This is an optimization exercise on Yosys and OpenROAD, whose aim is small area, a short achievable clock period and few clock cycles per item, not a production implementation. Only simulation tests tie the RTL to the original design; equivalence was not proved. Power is estimated from default activity; no workload was simulated.

==> flow/design.v (outline; a module is shown in full before it is edited, if it fits) <==
// module booth_csa_tree: 1143 lines
// module booth_cpa: 541 lines
// module booth_fa: 4 lines
// module booth_xnor: 3 lines
// module booth_maj: 3 lines
// module booth_xor2: 3 lines
// module booth_nand2: 3 lines
// module booth_nor2: 3 lines
// module booth_inv: 3 lines
// module booth_aoi21: 3 lines
// module booth_oai21: 3 lines
// module booth_pp_accumulator: 64 lines
module booth_pp_accumulator
(
    input  logic                            Clk,
    input  logic                            Reset,
    input  logic                            In_Valid,
    output logic                            In_Ready,
    input  logic [booth_acc_pkg::PP_W-1:0]  PP0,
    input  logic [booth_acc_pkg::PP_W-1:0]  PP1,
    input  logic [booth_acc_pkg::PP_W-1:0]  PP2,
    input  logic [booth_acc_pkg::PP_W-1:0]  PP3,
    input  logic [booth_acc_pkg::PP_W-1:0]  PP4,
    input  logic [booth_acc_pkg::PP_W-1:0]  PP5,
    input  logic [booth_acc_pkg::PP_W-1:0]  PP6,
    input  logic [booth_acc_pkg::PP_W-1:0]  PP7,
    input  logic [booth_acc_pkg::PP_W-1:0]  PP8,
    input  logic [booth_acc_pkg::PP_W-1:0]  PP9,
    input  logic [booth_acc_pkg::PP_W-1:0]  PP10,
    input  logic [booth_acc_pkg::PP_W-1:0]  PP11,
    input  logic [booth_acc_pkg::PP_W-1:0]  PP12,
    input  logic [booth_acc_pkg::PP_W-1:0]  PP13,
    input  logic [booth_acc_pkg::PP_W-1:0]  PP14,
    input  logic [booth_acc_pkg::PP_W-1:0]  PP15,
    input  logic [31:0]                     PP16,
    input  logic [15:0]                     Error_Correction,
    output logic                            Out_Valid,
    input  logic                            Out_Ready,
    output logic [booth_acc_pkg::PROD_W-1:0] Product,
    output logic                            Busy
);
  // ...
==> flow/flow/run.sh <==
#!/bin/bash
# Own layout flow: the standard ORFS flow, with the I/O port buffers that global
# placement inserts (one per input and output port, as in the standard flow) made from
# sky130_fd_sc_hd__buf_1 instead of the delay-cell buffer buffer_ports picks by default.
# Every tool's output goes to the ORFS logs under orfs/logs and to flow_run.log here.
set -euo pipefail
export BUFFER_PORTS_ARGS="-buffer_cell sky130_fd_sc_hd__buf_1"
bash standard.sh finish > flow_run.log 2>&1
==> flow/standard.sh <==
#!/bin/bash
# synth_recipe.tcl (not shown) runs the flow's synth.tcl, then flattens the netlist and writes it again
# the make line also repeats each setting of config.mk as NAME=value (left out here)
make -C /OpenROAD-flow-scripts/flow DESIGN_CONFIG=/design/flow/config.mk WORK_HOME=/design/flow/orfs CLKGATE_MAP_FILE= SYNTH_SCRIPT=/design/flow/synth_recipe.tcl "${@:-finish}"
==> flow/config.mk <==
export PLATFORM = sky130hd
export DESIGN_NAME = booth_pp_accumulator
export DESIGN_NICKNAME = booth_pp_accumulator
export VERILOG_FILES = /design/flow/design.v
export SDC_FILE = /design/flow/constraint.sdc
export NUM_CORES = 4
export LEC_CHECK = 0
export CAP_MARGIN = 20
export CORE_MARGIN = 2
export CORE_UTILIZATION = 40
export SLEW_MARGIN = 20
export SYNTH_HIERARCHICAL = 1
export SYNTH_MINIMUM_KEEP_SIZE = 0
==> flow/constraint.sdc <==
create_clock -name core_clock -period 5.0 [get_ports {Clk}]
set_input_delay 1.0000 -clock core_clock [delete_from_list [all_inputs] [get_ports {Clk}]]
set_output_delay 1.0000 -clock core_clock [all_outputs]
set_load 0.01 [all_outputs]
==> run notes, run 1 <==
- no timing/DRC/antenna violations — outcome
- 2712 — nets in the synthesized netlist
- 0.250 GHz — maximum clock frequency
- 3232 — number of nets in the final layout
- 9 — Antenna Cells
- 0.568 — relative max-transition margin
- 5 — maximum fanout along the worst path
- 10 — clk_buf instances
- 49.5 mm — placed wire-length estimate
- 4.00 ns — required time of the critical path
- 1382 — count of multi-input combinational gates
- 0.788 — part of the total power dissipated in combinational logic
- x_r — register name with the most flops
- reg2out — crit path kind
- 6.75 mW — switching power of the nets
- 19.9 mm — wl on met1
- 7.55 nW — P_leak
- 0.373 mV — Max IR drop VDD
- 0 — number of max-slew violations in the final report
- 2 — reg2reg path depth
- 80 — FP Rows
- 64 — Largest register FFs
- 2914 — number of placed cells counting well taps
- 47700 um2 — CORE AREA
- 28.8 mm — routed wl met2
- 0.213 — total global routing track utilization
- 0.800 — period utilisation layout
- 4.69 — via-per-instance ratio
- 0.998 ns — minimum setup slack in the final design
- busy — launch instance of the worst min-delay path
- busy — Hold EP
- 0.404 — Initial Util
Testbench counts, summed over its fixed seeds: cycles 4,800, items 2,400.
==> run 2, diff against run 1 <==
--- a/flow/config.mk
+++ b/flow/config.mk
@@ -10,2 +10,3 @@
 export CORE_UTILIZATION = 40
+export SETUP_SLACK_MARGIN = 1.3
 export SLEW_MARGIN = 20
==> run 2 against run 1 <==
Against the previous run: total power up 9.3%; first-iteration DRC count down 11%; via count about the same; still clean; synthesized cell count unchanged; largest cell class unchanged.
==> run notes, run 2 <==
- busy — Crit Reg-Reg Startpoint, unchanged
- 0.576 — relative max-transition margin, was 0.568
- 0.267 GHz — maximum clock frequency, was 0.250 GHz
- 0.404 — Initial Util, unchanged
- 1790 — number of cells produced by synthesis, unchanged
- 92 — clock sink count, unchanged
- 0 — gr ovfl total, unchanged
- 0.464 — switching share of power, was 0.475
- 7 — Yosys Warn Count, unchanged
- clkbuf_16 — CTS root buffer, unchanged
- 48 — largest net degree at the start of global routing, unchanged
- done — clock tree from TritonCTS, unchanged
- 0 — number of DRC violations after detailed routing, unchanged
- 4.64 — via-per-instance ratio, was 4.69
- 2712 — nets in the synthesized netlist, unchanged
- buf_1 -> fa_1 -> fa_2 -> fa_2 -> fa_1 -> fa_1 -> ha_4 -> fa_2 — worst path cell trace, was nand2_1 -> o21ai_1 -> buf_4 -> inv_1 -> nor2_1 -> inv_1 -> o21ai_1 -> inv_1 -> o21ai_1 -> inv_1 -> o21ai_1 -> xor2_1 -> buf_1
- 0.636 ns — Slew @ Worst Pin, was 0.649 ns
- 3.75 ns — Final Critical Period, was 4.00 ns
- 0 — Max-cap violations, unchanged
- 0.491 — Final Util, was 0.455
- 52.9 mm — Total Routed Length, about the same
- 17.8 um — Avg WL per Cell, was 18.0 um
- 2913 — number of placed cells counting well taps, was 2914
- 0 — final count of negative-setup-slack endpoints, unchanged
- 80 — FP Rows, unchanged
- 224 um — die width, unchanged
- 3269 — number of nets in the final layout, was 3232
- 2 — cell depth of the worst min-delay path, unchanged
- busy — launch instance of the worst min-delay path, unchanged
- input pin — CP Launch Type, was flip-flop
- 13800 — routed via count, about the same
- no timing/DRC/antenna violations — outcome, unchanged
- 0.53 ns — largest incremental delay on the critical path, was 0.39 ns
- 1 — maximum fanout along the worst path, was 5
- busy — Hold EP, unchanged
- fa_1 — master of the slowest instance on the critical path, was o21ai_1
- x_r[50] — R2R Path End, was x_r[47]
- 81.1 mm — first-pass GRT wire length, was 81.3 mm
- 663 — Top Ports, unchanged
- buf_1, xnor2_1, maj3_2, fa_1, inv_1 — top library cells by usage in the layout, fill and taps aside, was buf_1, xnor2_1, fa_1, maj3_2, inv_1
- 4 — antenna violations before repair, was 10
- 5.13 ns — required time of the critical path, was 4.00 ns
- 0 — number of failing hold endpoints at the final stage, unchanged
- 19300 um2 — cell area after technology mapping, unchanged
- 0.713 ns — placement-stage worst setup slack, was 0.641 ns
- 0.915 — final estimated routing congestion in global placement, was 0.898
- 0.37 ns — clock latency at the later pin of the worst-skew pair, was 0.35 ns
- 0.08 ns — post-CTS clock slew at the launch and capture registers of the worst setup and hold paths, was 0.07 ns
- 48.6 mm — placed wire-length estimate, was 49.5 mm
- 663 nW/um2 — total power divided by cell area, was 654 nW/um2
- 0 ns — Fin Setup TNS, unchanged
- 1 — buffer and inverter count on the worst path, was 6
- 0.00437 ns — Max Clock Skew, was 0.00820 ns
- 64 — Largest register FFs, unchanged
- 0.212 — total global routing track utilization, was 0.213
- 0.149 — sequential group share of total power, was 0.163
- 15.5 mW — total power consumption of the routed design, was 14.2 mW
- 7.22 mW — switching power of the nets, was 6.75 mW
- 8.17 nW — P_leak, was 7.55 nW
- 0.267 — share of cells above drive strength 1, was 0.127
- 4 — count of TritonRoute iterations in the first routing pass, was 5
- 2 — reg2reg path depth, unchanged
- 662 — number of port buffers, unchanged
- 0 — number of max-slew violations in the final report, unchanged
- 15300 — vias in the first global route, was 15400
- 50100 um2 — Die Outline Area, unchanged
- 1.25 ns — minimum setup slack in the final design, was 0.998 ns
- 3.88 ns — Critical Path AT, was 3.00 ns
- x_r — register name with the most flops, unchanged
- 0.806 — part of the total power dissipated in combinational logic, was 0.788
- 0 — count of antenna-violating nets left after detailed routing, unchanged
- 3.06 ns — setup slack on the worst flop-to-flop path, was 3.03 ns
- 2971 — final standard cell count with taps included and fillers excluded, was 2939
- buf_1 — most common cell after layout, fill and taps aside, unchanged
- 9 — CTS Buf Count, unchanged
- 0.463 mV — Max IR drop VDD, was 0.373 mV
- 2 — Max Buffers Root-to-Sink, unchanged
- in2reg — crit path kind, was reg2out
- flip-flop — critical path endpoint category, was primary output
- x_r x64, y_r x27, busy x1 — biggest registers after layout, unchanged
- 21.4% — layout overhead on the synthesized area, was 12.6%
- 8.32 mW — cell-internal power, was 7.47 mW
- 349 — Starting DRT DRC Count, was 394
- 0.045 — share of power burned in the clock network, was 0.050
- adder cells — kind of cell with the highest combined delay on the critical path, was compound AO/OA/AOI/OAI gates
- 0.750 — period utilisation layout, was 0.800
- 3 — maximum level of the CTS H-tree, unchanged
- reg2reg — path type of the worst min-delay path, unchanged
- 224 um — Die Height, unchanged
- 47700 um2 — CORE AREA, unchanged
- 10.8 um2 — Mean Syn Cell Area, unchanged
- true — RSZ-0062 raised after global routing, was false
- 8 — instance count on the critical path, was 13
[run 2: worst register-to-register path: stages (launching register included)]
cell and delay (ns):
dfxtp_1 0.38, inv_4 0.47, buf_4 0.69
[run 2: power groups by stage]
stage / Sequential, mW / Clock [mW] / Combinational, mW
after floorplan: 2.26 / 0 / 13.2
after global placement: 2.33 / 0 / 11.8
after detailed placement: 2.34 / 0 / 12.1
after CTS: 2.33 / 0.731 / 12.3
after global routing: 2.38 / 0.755 / 14.1
final: 2.32 / 0.698 / 12.5
[run 2: area by class of cell]
class	count	area [um2]
clock buffer	9	225
inverter	160	657
timing repair buffer	702	3020
clock inverter	7	56.3
sequential	92	2750
multi-input combinational	1382	16000
fill	4565	24300
tap	615	769
antenna	4	10.0
[run 2: layer usage]
metal  GRT usage  vias to the layer above  wire length, um
met5           0                        -                0
met1       0.244                     6686            20600
met2       0.410                      356            29100
met3      0.0287                       40             2120
li1            -                     6716                -
met4      0.0523                        0             1020
[run 2: stage by stage]
step	hold WS, ns	instance area (um2)
after floorplan	0.560	20100
after global placement	0.581	22000
after detailed placement	0.594	22000
after CTS	0.611	22400
after global routing	0.691	23400
final	0.609	23400
[run 2: what timing repair did]
action / in CTS / in global routing
setup endpoints to repair: 43 / 55
pin swaps: 23 / 105
hold buffers: 0 / 0
gates resized for setup: 36 / 186
setup buffers: 5 / 33
[run 2: worst max path at each step]
stage             from     endpoint  slack, ns
6_report       PP4[11]      x_r[22]       1.25
5_1_grt        x_r[18]  Product[59]       1.19
4_1_cts         y_r[8]  Product[33]       1.18
3_5_place_dp   PP3[32]      x_r[41]       0.71
3_3_place_gp   PP3[32]      x_r[41]       0.73
2_1_floorplan  PP0[15]      x_r[18]       0.90
==> run 3, diff against run 2 <==
--- a/flow/config.mk
+++ b/flow/config.mk
@@ -10,3 +10,3 @@
 export CORE_UTILIZATION = 40
-export SETUP_SLACK_MARGIN = 1.3
+export SETUP_SLACK_MARGIN = 1.6
 export SLEW_MARGIN = 20
==> run 3 against run 2 <==
Against the previous run: combinational power increased by 22%; flip-flop and latch count unchanged; die area unchanged; global-route usage increased by 0.72 points; setup slack got worse by 0.039 ns; clock skew increased by 0.014 ns; first-iteration DRC count decreased by 2.0%.
==> run notes, run 3 <==
- 19300 um2 — cell area after technology mapping, unchanged
- 3 — maximum level of the CTS H-tree, unchanged
- 83.2 mm — first-pass GRT wire length, was 81.1 mm
- 0 — count of antenna-violating nets left after detailed routing, unchanged
- busy — launch instance of the worst min-delay path, unchanged
- 47700 um2 — CORE AREA, unchanged
- 712 nW/um2 — total power divided by cell area, was 663 nW/um2
- 3.79 ns — Final Critical Period, was 3.75 ns
- 3.90 ns — Critical Path AT, was 3.88 ns
- 0.219 — total global routing track utilization, was 0.212
- 662 — number of port buffers, unchanged
- 342 — Starting DRT DRC Count, was 349
- 50 — largest net degree at the start of global routing, was 48
- 2712 — nets in the synthesized netlist, unchanged
- 0.043 — share of power burned in the clock network, was 0.045
- clkbuf_16 — CTS root buffer, unchanged
- PP5[9] — startpoint of the worst setup timing path, was PP4[11]
- busy — Crit Reg-Reg Startpoint, unchanged
- 0.545 — relative max-transition margin, was 0.576
- 55.2 mm — Total Routed Length, was 52.9 mm
- true — RSZ-0062 raised after global routing, unchanged
- 7 — Yosys Warn Count, unchanged
- 9.21 nW — P_leak, was 8.17 nW
- 4 — count of TritonRoute iterations in the first routing pass, unchanged
- 10.8 um2 — Mean Syn Cell Area, unchanged
- 49.3 mm — placed wire-length estimate, was 48.6 mm
- 80 — FP Rows, unchanged
- 0 — number of failing hold endpoints at the final stage, unchanged
- 0.264 GHz — maximum clock frequency, was 0.267 GHz
- 18.2 um — Avg WL per Cell, was 17.8 um
- 0 — gr ovfl total, unchanged
- 0.829 — part of the total power dissipated in combinational logic, was 0.806
- 8.28 mW — switching power of the nets, was 7.22 mW
- 5.11 ns — required time of the critical path, was 5.13 ns
- 3328 — number of nets in the final layout, was 3269
- x_r — register name with the most flops, unchanged
- in2reg — crit path kind, unchanged
- 1 — maximum fanout along the worst path, unchanged
- 1790 — number of cells produced by synthesis, unchanged
- 0 — final count of negative-setup-slack endpoints, unchanged
- x_r x64, y_r x27, busy x1 — biggest registers after layout, unchanged
- 14200 — routed via count, was 13800
- 33.4% — layout overhead on the synthesized area, was 21.4%
- 0.604 ns — hold slack final, was 0.609 ns
- 4241 — count of filler cells inserted in the layout, was 4565
- 9 — CTS Buf Count, unchanged
- 224 um — die width, unchanged
- buf_1, xnor2_1, maj3_2, fa_1, fa_2 — top library cells by usage in the layout, fill and taps aside, was buf_1, xnor2_1, maj3_2, fa_1, inv_1
- 0.955 — final estimated routing congestion in global placement, was 0.915
- 0.0184 ns — Max Clock Skew, was 0.00437 ns
- 0.758 — period utilisation layout, was 0.750
- 15900 — vias in the first global route, was 15300
- 0.08 ns — post-CTS clock slew at the launch and capture registers of the worst setup and hold paths, about the same
- reg2reg — path type of the worst min-delay path, unchanged
- 3 — antenna violations before repair, was 4
- 17400 um2 — multi-input gate area in the final layout, was 16000 um2
- 663 — Top Ports, unchanged
- no timing/DRC/antenna violations — outcome, unchanged
- 0.400 — share of cells above drive strength 1, was 0.267
- 0 — quantity of hold-fixing buffers added after cts, unchanged
- 92 — clock sink count, unchanged
- 0.683 ns — Slew @ Worst Pin, was 0.636 ns
- 0.128 — sequential group share of total power, was 0.149
- buf_1 — most common cell after layout, fill and taps aside, unchanged
- 0 — number of DRC violations after detailed routing, unchanged
- 4.70 — via-per-instance ratio, was 4.64
- 224 um — Die Height, unchanged
- 50100 um2 — Die Outline Area, unchanged
- input pin — CP Launch Type, unchanged
- 2 — Max Buffers Root-to-Sink, unchanged
- 0 — Max-cap violations, unchanged
- 0.579 mV — Max IR drop VDD, was 0.463 mV
- 0.452 — switching share of power, was 0.464
- flip-flop — critical path endpoint category, unchanged
- 64 — Largest register FFs, unchanged
- 0 ns — Fin Setup TNS, unchanged
- done — clock tree from TritonCTS, unchanged
- 10.1 mW — cell-internal power, was 8.32 mW
- 0.404 — Initial Util, unchanged
- 2750 um2 — Sequential cell area, unchanged
- 0.37 ns — clock latency at the later pin of the worst-skew pair, about the same
- 0 — number of max-slew violations in the final report, unchanged
[run 3: area by class of cell]
| class | count | area share |
|---|---|---|
| multi-input cells | 1382 | 0.675 |
| clock inverters | 6 | 0.00398 |
| flip-flops and latches | 92 | 0.107 |
| inverters | 160 | 0.0262 |
| diodes | 3 | 0.000291 |
| repair buffers | 761 | 0.149 |
| clock buffers | 10 | 0.00889 |
| well taps | 615 | 0.0299 |
[run 3: per-stage QoR]
stage | instance area [um2] | worst slack, ns | std cells | power [mW] | utilization
6_report | 25800 | 1.21 | 3029 | 18.3 | 0.540
5_1_grt | 25800 | 1.17 | 3029 | 19.9 | 0.540
4_1_cts | 23900 | 1.23 | 2982 | 16.7 | 0.500
3_5_place_dp | 22200 | 0.665 | 2915 | 14.5 | 0.464
3_3_place_gp | 22200 | 0.689 | 2915 | 14.2 | 0.464
2_1_floorplan | 20200 | 0.898 | 1790 | 15.8 | -
[run 3: worst paths after layout]
check,endpoint,slack (ns),depth (start not counted)
worst max-delay path,x_r[22],1.21,8
worst min-delay path,busy,0.60,2
worst max register to register,x_r[32],3.08,2
worst min register to register,busy,0.60,2
[run 3: power by group through the flow]
stage	Combinational [mW]	Sequential, mW	Clock [mW]
after floorplan	13.6	2.26	0
after global placement	11.9	2.30	0
after detailed placement	12.2	2.31	0
after CTS	13.6	2.30	0.832
after global routing	16.7	2.40	0.856
final	15.2	2.34	0.797
[run 3: layer usage]
layer  global-route usage  vias to the layer above  wire, um
met1                0.243                     6936     20700
met4               0.0753                        2      1780
met5                    0                        -         5
li1                     -                     6824         -
met3               0.0405                       67      2830
met2                0.417                      397     29900
[run 3: critical path: stages]
cell and delay [ns]:
buf_6 0.09, fa_1 0.52, fa_2 0.39, fa_2 0.35, fa_1 0.45, fa_1 0.54
ha_4 0.14, fa_2 0.41
[run 3: timing repair]
action	4_1_cts	5_1_grt
pin swaps	138	181
setup buffers	51	44
endpoints found under the setup margin	107	107
gates resized for setup	272	370
endpoints found under the hold margin	0	0
==> run 4, diff against run 3 <==
--- a/flow/config.mk
+++ b/flow/config.mk
@@ -10,3 +10,3 @@
 export CORE_UTILIZATION = 40
-export SETUP_SLACK_MARGIN = 1.6
+export SETUP_SLACK_MARGIN = 1.0
 export SLEW_MARGIN = 20
==> run 4 against run 3 <==
Against the previous run: still clean on timing, DRC and antenna; first-iteration DRC count grew 10%; critical path depth increased by 3; clock power down 12%; die area did not move; maximum frequency fell by 2.9%; setup slack got worse by 0.11 ns; synthesized cell count is the same; sequential power down 2%; final cell count fell by 3.0%; non-clock buffer count is 95 lower; final area fell by 14%; count of clock-buffer cells in the layout shrank 1; highest routed layer unchanged.
==> run notes, run 4 <==
- PP7[30] — startpoint of the worst setup timing path, was PP5[9]
- 224 um — Die Height, unchanged
- 662 — number of port buffers, unchanged
- 2.68 mm — detailed route wirelength on metal3, was 2.83 mm
- 5.13 ns — required time of the critical path, was 5.11 ns
- 28.8 mm — routed wl met2, was 29.9 mm
- flip-flop — critical path endpoint category, unchanged
- 0 — number of DRC violations after detailed routing, unchanged
- 47700 um2 — CORE AREA, unchanged
- 0 — gr ovfl total, unchanged
- 0.0122 ns — Max Clock Skew, was 0.0184 ns
- 0.452 mV — Max IR drop VDD, was 0.579 mV
- 0.615 ns — hold slack final, was 0.604 ns
- met5 — Top Layer Used, unchanged
- 49.2 mm — placed wire-length estimate, was 49.3 mm
- clkbuf_16 — CTS root buffer, unchanged
- 9 — CTS Buf Count, unchanged
- 19300 um2 — cell area after technology mapping, unchanged
- busy — launch instance of the worst min-delay path, unchanged
- 0.780 — period utilisation layout, was 0.758
- 2 — Max Buffers Root-to-Sink, unchanged
- fa_1 — master of the slowest instance on the critical path, unchanged
- 0 ns — Fin Setup TNS, unchanged
- 17.9 um — Avg WL per Cell, was 18.2 um
- 0.404 — Initial Util, unchanged
- 80 — FP Rows, unchanged
- 19.8 mm — wl on met1, was 20.7 mm
- 0.50 ns — largest incremental delay on the critical path, was 0.54 ns
- false — RSZ-0062 raised after global routing, was true
- 0 — count of antenna-violating nets left after detailed routing, unchanged
- 21700 um2 — area of placed instances, was 22200 um2
- 0 — Max-cap violations, unchanged
- 0 — final count of negative-setup-slack endpoints, unchanged
- 22100 um2 — Layout Cell Area excl Fill, was 25800 um2
- 2915 — number of placed cells counting well taps, unchanged
- 80.9 mm — first-pass GRT wire length, was 83.2 mm
- 92 — clock sink count, unchanged
- x_r — register name with the most flops, unchanged
- 0.08 ns — post-CTS clock slew at the launch and capture registers of the worst setup and hold paths, about the same
- 50100 um2 — Die Outline Area, unchanged
- 0.37 ns — clock latency at the later pin of the worst-skew pair, about the same
- 3.90 ns — Final Critical Period, was 3.79 ns
- done — clock tree from TritonCTS, unchanged
- 3 — maximum level of the CTS H-tree, unchanged
- maj3_2 — dominant cell type by count on the critical path
- 224 um — die width, unchanged
- 52.5 mm — Total Routed Length, was 55.2 mm
- 0.681 ns — Slew @ Worst Pin, was 0.683 ns
- 64 — Largest register FFs, unchanged
- x_r x64, y_r x27, busy x1 — biggest registers after layout, unchanged
- 4.04 ns — Critical Path AT, was 3.90 ns
- 658 nW/um2 — total power divided by cell area, was 712 nW/um2
- 4.63 — via-per-instance ratio, was 4.70
- 0 — quantity of hold-fixing buffers added after cts, unchanged
- 0.169 — share of cells above drive strength 1, was 0.400
- 7 — Yosys Warn Count, unchanged
- 0.462 — Final Util, was 0.540
- 2712 — nets in the synthesized netlist, unchanged
- 49 — largest net degree at the start of global routing, was 50
- 663 — Top Ports, unchanged
- 2 — maximum fanout along the worst path, was 1
- 3233 — number of nets in the final layout, was 3328
- 6 — count of TritonRoute iterations in the first routing pass, was 4
- 14.3% — layout overhead on the synthesized area, was 33.4%
- 0 — number of failing hold endpoints at the final stage, unchanged
- 1790 — number of cells produced by synthesis, unchanged
- 10.8 um2 — Mean Syn Cell Area, unchanged
- 0.213 — total global routing track utilization, was 0.219
- input pin — CP Launch Type, unchanged
- no timing/DRC/antenna violations — outcome, unchanged
- 0 — number of max-slew violations in the final report, unchanged
- 8 — antenna violations before repair, was 3
- buf_1, xnor2_1, maj3_2, fa_1, inv_1 — top library cells by usage in the layout, fill and taps aside, was buf_1, xnor2_1, maj3_2, fa_1, fa_2
- 7.50 nW — P_leak, was 9.21 nW
- 13600 — routed via count, was 14200
- 0.889 — final estimated routing congestion in global placement, was 0.955
- in2reg — crit path kind, unchanged
- 0.256 GHz — maximum clock frequency, was 0.264 GHz
- 377 — Starting DRT DRC Count, was 342
- 15100 — vias in the first global route, was 15900
- 2939 — final standard cell count with taps included and fillers excluded, was 3029
- reg2reg — path type of the worst min-delay path, unchanged
- busy — Crit Reg-Reg Startpoint, unchanged
- buf_1 — most common cell after layout, fill and taps aside, unchanged
- 0.546 — relative max-transition margin, was 0.545
- buf_1 -> inv_12 -> ha_4 -> inv_2 -> fa_2 -> maj3_2 -> maj3_2 -> fa_1 -> maj3_2 -> maj3_2 -> ha_4 — worst path cell trace, was buf_6 -> fa_1 -> fa_2 -> fa_2 -> fa_1 -> fa_1 -> ha_4 -> fa_2
[run 4: path summary, 6_finish.rpt]
check,end,slack [ns],cells after the start
max,x_r[49],1.10,11
min,busy,0.61,2
max reg2reg,y_r[47],3.05,2
min reg2reg,busy,0.61,2
[run 4: critical path: cells and delay by family]
family,cells,cell delay [ns]
adder cells (fa/ha/maj),8,2.66
buffers and inverters,3,0.36
[run 4: layout make-up]
cell class              count  area [um2]
repair buffers            666        2510
well taps                 615         769
clock buffers               9         225
fillers                  4635       25700
inverters                 160         638
multi-input cells        1382       15100
diodes                      8        20.0
flip-flops and latches     92        2750
clock inverters             7        65.1
[run 4: what timing repair did]
item | 4_1_cts | 5_1_grt
endpoints found under the setup margin | 3 | 6
buffers inserted | 0 | 0
resized for setup | 2 | 4
[run 4: power breakdown]
part	internal, mW	switching [mW]	total, mW
clock network	0.350	0.351	0.701
logic	5.31	6.21	11.5
registers	1.98	0.324	2.30
total	7.64	6.88	14.5
[run 4: metrics by stage]
stage                     setup slack [ns]  total power, mW
final                                 1.10             14.5
after global routing                  1.01             16.1
after CTS                             1.06             14.9
after detailed placement             0.684             14.1
after global placement               0.734             13.9
after floorplan                      0.898             14.7
[run 4: metal layers]
| layer | GRT usage | vias up |
|---|---|---|
| met5 | 0 | - |
| met4 | 0.0606 | 2 |
| met3 | 0.0342 | 50 |
| met2 | 0.417 | 385 |
| met1 | 0.235 | 6514 |
| li1 | - | 6643 |

-- re-timing with driven ports --
How much do the figures lean on ideal ports? The routed layouts below were timed once more, with nothing changed but the port constraints. Step 1 assumes that a clkbuf_16 drives the clock port and a buf_2 every other input. Step 2 moves the port delays by t, midway between the first and last clock arrival at a register: inputs arrive t later, outputs are due t later. That takes back most of the time a late clock gives input paths. Three values: ideal, step 1, step 2; two values: the first two.
| run | t (ns) | setup WS [ns] | latest minus earliest clock arrival (ns) | worst slew at a driven data input, ns |
|---|---|---|---|---|
| run 1 | 0.401 | 0.998 / 0.949 / 0.637 | 0.012 / 0.011 | 0.12 |
| run 2 | 0.422 | 1.250 / 1.256 / 0.834 | 0.008 / 0.008 | 0.12 |
| run 3 | 0.415 | 1.211 / 1.215 / 0.800 | 0.019 / 0.018 | 0.10 |
| run 4 | 0.415 | 1.099 / 1.121 / 0.706 | 0.018 / 0.018 | 0.11 |
After both steps setup and hold are still met in every run listed. For run 2, which loses most, drivers alone change the setup slack by +0.006 ns; drivers and shift together by -0.416 ns.
